This design comes from an exercise in tuning for small area, a short achievable clock period and few clock cycles per item on the open sky130 flow, not from production work. In this exercise RTL edits were held to simulation tests only and were not proved equivalent to the original.

## flow/config.mk

```make
export PLATFORM = sky130hd
export DESIGN_NAME = cc_param
export DESIGN_NICKNAME = cc_param
export VERILOG_FILES = /design/flow/design.v
export SDC_FILE = /design/flow/constraint.sdc
export NUM_CORES = 4
export LEC_CHECK = 0
export CAP_MARGIN = 20
export CORE_MARGIN = 2
export CORE_UTILIZATION = 40
export SLEW_MARGIN = 20
```

## flow/constraint.sdc

```tcl
create_clock -name core_clock -period 12.0 [get_ports {clk}]
set_input_delay 2.4000 -clock core_clock [delete_from_list [all_inputs] [get_ports {clk}]]
set_output_delay 2.4000 -clock core_clock [all_outputs]
set_load 0.01 [all_outputs]
```

## flow/design.v

```verilog
`default_nettype none
module cc_param #(
    parameter  int W    = 16,
    parameter  int N    = 64,
    parameter  int LMAX = 32,
    localparam int ACCW = 2 * W + $clog2(N),
    localparam int LAGW = $clog2(LMAX + 1) + 1
) (
    input  logic                   clk,
    input  logic                   rst,
    input  logic                   start,
    input  logic                   in_valid,
    output logic                   in_ready,
    input  logic signed [W-1:0]    a_in,
    input  logic signed [W-1:0]    b_in,
    output logic                   busy,
    output logic                   done,
    output logic signed [LAGW-1:0] best_lag,
    output logic signed [ACCW-1:0] best_sum,
    output logic                   lag_valid,
    output logic signed [LAGW-1:0] lag_idx,
    output logic signed [ACCW-1:0] lag_sum
);
    localparam int AW = $clog2(N);
    localparam int IW = AW + 2;
    localparam logic [1:0] c_ST_IDLE = 2'd0;
    localparam logic [1:0] c_ST_LOAD = 2'd1;
    localparam logic [1:0] c_ST_CALC = 2'd2;
    localparam logic [1:0] c_ST_DONE = 2'd3;
    localparam logic        [AW:0]     c_N_CNT   = {1'b1, {AW{1'b0}}};
    localparam logic        [AW:0]     c_CNT_ONE = {{AW{1'b0}}, 1'b1};
    localparam logic        [AW-1:0]   c_ADR_ONE = {{(AW-1){1'b0}}, 1'b1};
    localparam logic signed [LAGW-1:0] c_LAG_MAX = LAGW'(LMAX);
    localparam logic signed [LAGW-1:0] c_LAG_MIN = -c_LAG_MAX;
    localparam logic signed [LAGW-1:0] c_LAG_ONE = {{(LAGW-1){1'b0}}, 1'b1};
    localparam logic signed [ACCW-1:0] c_ACC_MIN = {1'b1, {(ACCW-1){1'b0}}};
    logic [1:0] r_state;
    logic [1:0] w_state_nxt;
    logic signed [W-1:0] r_a_mem [N];
    logic signed [W-1:0] r_b_mem [N];
    logic [AW-1:0]       r_wr_addr;
    logic [AW:0]            r_n;         
    logic signed [LAGW-1:0] r_lag;
    logic signed [W-1:0]    r_a_rd;
    logic signed [W-1:0]    r_b_rd;
    logic                   r_b_ok;
    logic signed [ACCW-1:0] r_acc;
    logic signed [ACCW-1:0] r_max_sum;
    logic signed [LAGW-1:0] r_max_lag;
    logic signed [LAGW-1:0] r_best_lag;
    logic signed [ACCW-1:0] r_best_sum;
    logic                   w_accept;
    logic                   w_cmp;
    logic                   w_last;
    logic                   w_take;
    logic signed [IW-1:0]   w_b_idx;
    logic                   w_b_ok;
    logic signed [2*W-1:0]  w_mul;
    logic signed [2*W-1:0]  w_prod;
    logic signed [ACCW-1:0] w_sum;
    assign in_ready = (r_state == c_ST_LOAD);
    assign busy     = (r_state == c_ST_LOAD) || (r_state == c_ST_CALC);
    assign done     = (r_state == c_ST_DONE);
    assign best_lag = r_best_lag;
    assign best_sum = r_best_sum;
    assign w_accept = in_valid && in_ready;
    assign w_cmp    = (r_state == c_ST_CALC) && (r_n == c_N_CNT);
    assign w_last   = w_cmp && (r_lag == c_LAG_MAX);
    assign w_b_idx = {2'b00, r_n[AW-1:0]} + {{(IW-LAGW){r_lag[LAGW-1]}}, r_lag};
    assign w_b_ok  = (w_b_idx[IW-1:AW] == 2'b00);
    assign w_mul  = r_a_rd * r_b_rd;
    assign w_prod = r_b_ok ? w_mul : '0;
    assign w_sum  = r_acc + {{(ACCW-2*W){w_prod[2*W-1]}}, w_prod};
    assign w_take = (w_sum > r_max_sum);
    always_ff @(posedge clk) begin
        if (rst) begin
            r_state <= c_ST_IDLE;
        end else begin
            r_state <= w_state_nxt;
        end
    end
    always_comb begin
        w_state_nxt = r_state;
        case (r_state)
            c_ST_IDLE: if (start) w_state_nxt = c_ST_LOAD;
            c_ST_LOAD: if (w_accept && (&r_wr_addr)) w_state_nxt = c_ST_CALC;
            c_ST_CALC: if (w_last) w_state_nxt = c_ST_DONE;
            c_ST_DONE: if (start) w_state_nxt = c_ST_LOAD;
            default:   w_state_nxt = c_ST_IDLE;
        endcase
    end
    always_ff @(posedge clk) begin
        if (w_accept) begin
            r_a_mem[r_wr_addr] <= a_in;
            r_b_mem[r_wr_addr] <= b_in;
        end
    end
    always_ff @(posedge clk) begin
        if (rst || (r_state != c_ST_LOAD)) begin
            r_wr_addr <= '0;
        end else if (w_accept) begin
            r_wr_addr <= r_wr_addr + c_ADR_ONE;
        end
    end
    always_ff @(posedge clk) begin
        r_a_rd <= r_a_mem[r_n[AW-1:0]];
        r_b_rd <= r_b_mem[w_b_idx[AW-1:0]];
    end
    always_ff @(posedge clk) begin
        if (rst) begin
            r_n        <= '0;
            r_lag      <= '0;
            r_b_ok     <= 1'b0;
            r_acc      <= '0;
            r_max_sum  <= c_ACC_MIN;
            r_max_lag  <= '0;
            r_best_lag <= '0;
            r_best_sum <= '0;
        end else begin
            r_b_ok <= w_b_ok;
            if (r_state != c_ST_CALC) begin
                r_n       <= '0;
                r_lag     <= c_LAG_MIN;
                r_acc     <= '0;
                r_max_sum <= c_ACC_MIN;
                r_max_lag <= c_LAG_MIN;
            end else if (w_cmp) begin
                r_n   <= '0;
                r_lag <= r_lag + c_LAG_ONE;
                r_acc <= '0;
                if (w_take) begin
                    r_max_sum <= w_sum;
                    r_max_lag <= r_lag;
                end
            end else begin
                r_n <= r_n + c_CNT_ONE;
                r_acc <= (r_n == '0) ? '0 : w_sum;
            end
            if (w_last) begin
                r_best_sum <= w_take ? w_sum : r_max_sum;
                r_best_lag <= w_take ? r_lag : r_max_lag;
            end else if ((r_state == c_ST_DONE) && start) begin
                r_best_sum <= '0;
                r_best_lag <= '0;
            end
        end
    end
    assign lag_valid = 1'b0;
    assign lag_idx   = '0;
    assign lag_sum   = '0;
endmodule
`default_nettype wire
```

## flow/run.sh

```bash
#!/bin/bash
# synth_recipe.tcl (not shown) runs the flow's synth.tcl, then flattens the netlist and writes it again
# the make line also repeats each setting of config.mk as NAME=value (left out here)
make -C /OpenROAD-flow-scripts/flow DESIGN_CONFIG=/design/flow/config.mk WORK_HOME=/design/flow/orfs CLKGATE_MAP_FILE= SYNTH_SCRIPT=/design/flow/synth_recipe.tcl finish
```

==> impl_metrics.json <==
{
  "status": "finished clean",
  "die_w_um": 497.0,
  "period_minus_slack_ps": 11190,
  "syn_avg_cell_area_um2": 18.84,
  "start_kind": "register",
  "maxSlewViolCount": 0,
  "cts_setup_buffers": 0,
  "routed_wl_um": 244000,
  "cts_hold_buf": 0,
  "drc": 0,
  "via_per_inst": 5.603,
  "syn_area_mm2": 0.09723,
  "synth_edf_count": 2048,
  "synthCells": 5161,
  "fp.dieH_um": 497.0,
  "synth_largest_area_cell": "edfxtp_1",
  "critical_path.max_stage_delay_ps": 700,
  "ys_async_sr_fraction": 0,
  "ys.warnings.count": 1,
  "routedWlPerCell_um": 27.97,
  "grt_pass1_wl_um": 353400,
  "critPathRequiredTime_ps": 12730,
  "synthTopCellsByArea": "edfxtp_1 (63%), mux4_2 (16%), fa_1 (5.4%)",
  "initial_utilization": 0.4031,
  "setup_tns_ps": 0,
  "clk_pin_slew_ps": 60,
  "finalClockSkew_ps": 66.04,
  "dieArea_mm2": 0.2470,
  "stdcell_count": 8725,
  "max_freq_ghz": 0.08933,
  "antenna_found_initial": 25,
  "gr-total-overflow": 0,
  "rsz0062_at_grt": "no",
  "dp_hpwl_um": 141400,
  "cts_tree": "yes",
  "coreArea_mm2": 0.2412,
  "synth.ff_latch_count": 2231,
  "grt_pass1_vias": 49660,
  "ys.flop_type": "edfxtp_1",
  "whs_path_depth": 2,
  "path_max_fanout": 37,
  "place.gp.congestion": 0.8177,
  "synthTopCellsByCount": "edfxtp_1 (2048), mux4_2 (672), inv_1 (358), fa_1 (264), nor2_1 (225)",
  "gr-usage-all-layers": 0.1964,
  "seq_area_frac_synth": 0.6702,
  "crit_type": "reg2reg",
  "cts-buffers-inserted": 222,
  "yosysTopAreaCellShare": 0.6325,
  "final.period_utilization": 0.9329,
  "num_vias": 48890,
  "initialDrtViolationCount": 5401,
  "cts_resized": 0,
  "reg2reg_slack_ps": 810,
  "finish.net_count": 5815,
  "cts.sinks": 2231,
  "critical-path-slowest-cell": "dfxtp_1",
  "area_growth_pct": 12.63,
  "cts_root_buf": "clkbuf_16",
  "worst_pin_slew_ps": 1106,
  "grt_max_degree": 122,
  "htreeDepth": 4,
  "clockBufferDepth": 3,
  "timing.slew.headroom": 0.2630,
  "critPathMostFrequentCell": "fa_1",
  "drive_gt1_frac": 0.2276,
  "rows": 180,
  "cap_violations": 0,
  "reg2reg_from": "r_a_rd[7]",
  "portBuffers": 83,
  "reg2regPathDepth": 41,
  "whs_ps": 442.5,
  "postRouteAntennaNets": 0,
  "yosysMostFrequentCell": "edfxtp_1",
  "r2r_end": "r_best_sum[25]",
  "ys_types": 81,
  "dr.pass1.iters": 5,
  "ios": 130,
  "finalSetupViolCount": 0,
  "hold_viol": 0,
  "cp-end-kind": "register",
  "whs_endpoint": "r_best_sum[26]",
  "worstHoldStart": "r_best_sum[26]",
  "clk_latency_ps": 870,
  "placedCellCount": 8301,
  "cp.arrival_ps": 11920,
  "hold_class": "reg2reg"
}
layout by cell type, fill, tap and decap left out, drive strengths merged, types with 15 or more instances in the layout:
cell type,n
xnor2,48
clkbuf,274
nand3,32
fa,264
nor2,226
inv,367
ha,172
nand2,217
clkinv,105
dfxtp,183
edfxtp,2048
nor3,15
bufinv,23
a21oi,83
o21ai,62
and2,160
mux2i,16
a211oi,36
a21o,30
conb,46
a22oi,30
mux2,23
clkdlybuf4s50,51
buf,140
mux4,672
xor2,35
nand2b,19
worst max-delay path, delay by kind of cell, from the launching register on:
family                     cells  cell delay (ps)
adders and majority gates      9             3870
AOI/OAI and AO/OA             15             3240
and+or+nand+nor                9             2170
DFF                            1              700
buffers and inverters          6              660
muxes                          1              260
xor gates and xnor gates       1              180
final cells by class:
| class | count | area [µm²] |
|---|---|---|
| timing repair buffer | 191 | 1632 |
| clock inverter | 142 | 1448 |
| tap | 3185 | 3985 |
| clock buffer | 274 | 5772 |
| multi-input combinational | 2338 | 30140 |
| antenna | 5 | 12.51 |
| inverter | 359 | 1348 |
| fill | 20330 | 131700 |
| sequential | 2231 | 65180 |
sequential cells by signal, summed over array words and instances (netlist names), 16 cells and up:
register    cells
r_a_mem      1024
r_b_rd         16
r_best_sum     38
r_max_sum      38
r_a_rd         16
r_b_mem      1024
r_acc          38
kinds of logic (layout without fill, tap and decap cells):
family                     Yosys count  in the layout  synth area share
AOI/OAI and AO/OA                  329            329           0.02271
xor gates and xnor gates            84             84          0.007708
adders and majority gates          436            436           0.07649
buffers and inverters              637            966           0.02724
DFF                               2231           2231            0.6702
muxes                              711            711            0.1600
other                                1             51        0.00003857
and+or+nand+nor                    732            732           0.03567
how the worst max path moves through the flow:
stage / start / end / slack (ps) / depth (start not counted)
after floorplan: r_b_rd[7] / r_best_sum[10] / 2200 / 43
after global placement: r_a_rd[7] / r_max_sum[29] / 860 / 43
after detailed placement: r_a_rd[7] / r_best_sum[23] / 750 / 41
after CTS: r_a_rd[7] / r_best_sum[23] / 750 / 41
after global routing: r_a_rd[7] / r_max_sum[29] / 20 / 43
final: r_a_rd[7] / r_best_sum[25] / 810 / 41
per-layer routing:
layer,GRT usage,up-vias,wire length [µm]
li1,-,20420,-
met3,0.03284,343,16790
met4,0.05035,2,5960
met2,0.3205,1739,119300
met1,0.2749,26390,101900
met5,0,-,13
stage by stage:
stage	utilization	instance area [µm²]	worst slack, ps
finish	0.4540	109500	805.4
global route	0.4540	109500	18.28
CTS	0.4535	109400	753.8
detailed placement	0.4236	102200	751.6
global placement	0.4236	102200	856.7
floorplan	-	97400	2199
Testbench counts, summed over its fixed seeds: cycles 137,288, items 32.

what the ideal ports hide:
No port has a modelled driver above. Below, the same layout with a new extraction and two added sets of constraints. Step 1 assumes that a clkbuf_16 drives the clock port and a buf_2 every other input. Step 2 times the ports against the registers' clock, not the clock port: input delays grow and output delays shrink by t, the midpoint of the rising clock arrivals with the driver on. Slacks: ideal ports / drivers / drivers and shift; pairs: ideal ports / drivers.
shift t [ns]: 0.932
setup WS [ns]: 0.805 / 0.805 / 0.805
cell pins on the clock port's net: 1
After both steps this run still meets setup and hold. For this run, drivers alone change the setup slack by 0.000 ns; drivers and shift together by 0.000 ns.
